From an optimization exercise on the open Yosys and OpenROAD flow, aimed at small area; shortcuts taken in it are not production practice.
In this exercise RTL edits were held to simulation tests only and were not proved equivalent to the original.

## epsilon
// fma_unit
module fma_unit (
    input  logic        clk_i,
    input  logic        rst_i,
    input  logic        start_i,
    input  logic [31:0] a_i,
    input  logic [31:0] b_i,
    input  logic [31:0] c_i,
    input  logic        sub_i,
    input  logic [2:0]  rnd_i,
    output logic        done_o,
    output logic [37:0] res_o
);
==> flow/config.mk <==
export PLATFORM = sky130hd
export DESIGN_NAME = fma_unit
export DESIGN_NICKNAME = fma_unit
export VERILOG_FILES = /design/flow/design.v
export SDC_FILE = /design/flow/constraint.sdc
export NUM_CORES = 4
export LEC_CHECK = 0
export CAP_MARGIN = 20
export CORE_MARGIN = 2
export CORE_UTILIZATION = 40
export CTS_BUF_LIST = sky130_fd_sc_hd__clkbuf_8
export SLEW_MARGIN = 20
export SYNTH_HIERARCHICAL = 1
==> flow/constraint.sdc <==
create_clock -name core_clock -period 13.0 [get_ports {clk_i}]
set_input_delay 2.6000 -clock core_clock [delete_from_list [all_inputs] [get_ports {clk_i}]]
set_output_delay 2.6000 -clock core_clock [all_outputs]
set_load 0.01 [all_outputs]
standard.sh (not shown) runs the stock make flow with config.mk's settings and CLKGATE_MAP_FILE= SYNTH_SCRIPT=/design/flow/synth_recipe.tcl, a recipe that flattens the netlist after the stock synthesis.
==> flow/flow/run.sh <==
#!/bin/bash
# Standard layout, with the port buffers made of the smallest buffer cell.
cp standard.sh standard_sh.log
export BUFFER_PORTS_ARGS="-buffer_cell sky130_fd_sc_hd__buf_1"
bash standard.sh > standard.log 2>&1
The following lists how delta was set up differently from epsilon:
--- a/flow/design.v
+++ b/flow/design.v
@@ -4877,17 +4877,17 @@
             r_valid <= start_i;
     end
     always_ff @(posedge clk_i)
     begin
         r_p <= p_norm;
         r_m <= sp ? sp_mant : (c_zero ? 23'd0 : c_m);
-        r_chid <= !c_zero;
+        r_chid <= !c_zero | sp;
         r_e <= sp ? {2'b0, sp_exp} : eb1;
-        r_sh <= sh;
-        r_pbig <= p_big;
-        r_esub <= p_sign ^ c_sign;
+        r_sh <= sp ? 6'd63 : sh;
+        r_pbig <= p_big & !sp;
+        r_esub <= (p_sign ^ c_sign) & !sp;
         r_sign <= sp ? sp_sign : (p_big ? p_sign : c_sign);
         r_kind <= sp_kind;
         r_rdn <= (rnd_i == 3'd2);
     end
     logic [50:0] sum;
     logic        sum_zero;
@@ -6088,17 +6088,17 @@
     logic [5:0]  q_lz;
     logic [22:0] q_m;
     logic [1:0]  q_rs;
     logic [1:0]  q_kind;
     always_ff @(posedge clk_i)
     begin
-        q_sign <= (r_kind == 2'd0 && sum_zero) ? r_rdn : r_sign;
+        q_sign <= sum_zero ? r_rdn : r_sign;
         q_e <= r_e;
         q_lz <= lz;
-        q_m <= (r_kind != 2'd0) ? r_m : norm[23:1];
-        q_rs <= (r_kind != 2'd0) ? 2'b00 : {norm[0], rs0};
+        q_m <= norm[23:1];
+        q_rs <= {norm[0], rs0};
         q_kind <= r_kind;
     end
     logic [9:0] exp_n;
     g_xor2 u_w3123 (w3123, q_e[0], q_lz[0]);
     g_inv u_w3124 (w3124, q_e[0]);
     g_nand2 u_w3125 (w3125, w3124, q_lz[0]);
Findings:
As far as number of standard cells in the layout, taps in and fillers out is concerned, delta and epsilon perform about the same.
From epsilon to delta the numbers moved as follows: pin count of the biggest net entering global routing shows an increase of 5, footprint of the multi-input gates down about 1.2%.
The last element of the critical path comes out q_rs[0]$_DFF_P_ in one run and r_sign$_DFF_P_ in the other, namely in delta and epsilon respectively.
Summary: with epsilon as the reference, non-clock buffer count in the final layout in delta moved up by a few percent.
The lower number of global-route vias before repair came out of delta.
Summary of delta over epsilon: count of different cell masters after synthesis grew by 2.0%, post-route antenna net violation count held steady.
The higher minimum setup slack in the final design came out of delta.
For critical path required time, delta and epsilon come out practically identical.

--- another note on this design; it stands on its own ---

// fma_unit
module fma_unit (
    input  logic        clk_i,
    input  logic        rst_i,
    input  logic        start_i,
    input  logic [31:0] a_i,
    input  logic [31:0] b_i,
    input  logic [31:0] c_i,
    input  logic        sub_i,
    input  logic [2:0]  rnd_i,
    output logic        done_o,
    output logic [37:0] res_o
);
For scale: ~140 flip-flops, about 140 I/O pins, about 26000 um^2 of cells after synthesis.
Settings: LEC_CHECK=0, CAP_MARGIN=20, CORE_MARGIN=2, CORE_UTILIZATION=40, SLEW_MARGIN=20, SYNTH_HIERARCHICAL=1; clock period 13.0 ns.
run.sh (not shown) runs the stock make flow with config.mk's settings and CLKGATE_MAP_FILE= SYNTH_SCRIPT=/design/flow/synth_recipe.tcl, a recipe that flattens the netlist after the stock synthesis.
Then changed:
==> flow/flow/run.sh (new file) <==
#!/bin/bash
# Standard layout, with the port buffers made of the smallest buffer cell.
cp standard.sh standard_sh.log
export BUFFER_PORTS_ARGS="-buffer_cell sky130_fd_sc_hd__buf_1"
bash standard.sh > standard.log 2>&1
==> flow/standard.sh (new file) <==
#!/bin/bash
# synth_recipe.tcl (not shown) runs the flow's synth.tcl, then flattens the netlist and writes it again
# the make line also repeats each setting of config.mk as NAME=value (left out here)
make -C /OpenROAD-flow-scripts/flow DESIGN_CONFIG=/design/flow/config.mk WORK_HOME=/design/flow/orfs CLKGATE_MAP_FILE= SYNTH_SCRIPT=/design/flow/synth_recipe.tcl "${@:-finish}"
Settings changed: CTS_BUF_LIST set to sky130_fd_sc_hd__clkbuf_8, PLACE_DENSITY set to 0.75.
removed: flow/run.sh
Effect: Worst setup slack gains 0.044 ns. Area after synthesis does not change. Final cell count goes down slightly. Maximum frequency rises slightly. Worst hold slack improved by 0.0072 ns. Utilization fell by 1.8 points. Clock skew stays flat. Global-route usage fell by 1.1 points. Routed wire length is lower by a few percent.

==> re-timing with driven ports <==
The results above use ideal ports. As a check the final layouts listed here were re-extracted and re-timed, cells and wires unchanged.
Step 1 assumes that a clkbuf_16 drives the clock port and a buf_2 every other input.
Step 2, shift: input delay + t, output delay - t, t = (earliest + latest rising clock arrival at the registers) / 2. This alone moves slack from input paths to output paths.
Slacks: ideal / step 1 / step 2; pairs: ideal / step 1.
run | shift t [ns] | setup WS [ns] | worst hold slack (ns) | worst setup path after step 2 | latest minus earliest clock arrival (ns)
epsilon | 0.513 | 0.689 / 0.713 / 0.200 | 0.322 / 0.322 / 0.322 | input to register | 0.020 / 0.020
delta | 0.516 | 0.822 / 0.822 / 0.563 | 0.321 / 0.321 / 0.321 | input to register | 0.014 / 0.014
the first run of note 2 | 0.477 | 0.673 / 0.695 / 0.218 | 0.316 / 0.316 / 0.316 | input to register | 0.020 / 0.020
the second run of note 2 | 0.496 | 0.717 / 0.717 / 0.411 | 0.323 / 0.323 / 0.323 | input to register | 0.019 / 0.019
After both steps setup and hold are still met in every run listed. The setup slack of epsilon, which loses most, moves by +0.024 ns with the drivers and by -0.489 ns with both steps.
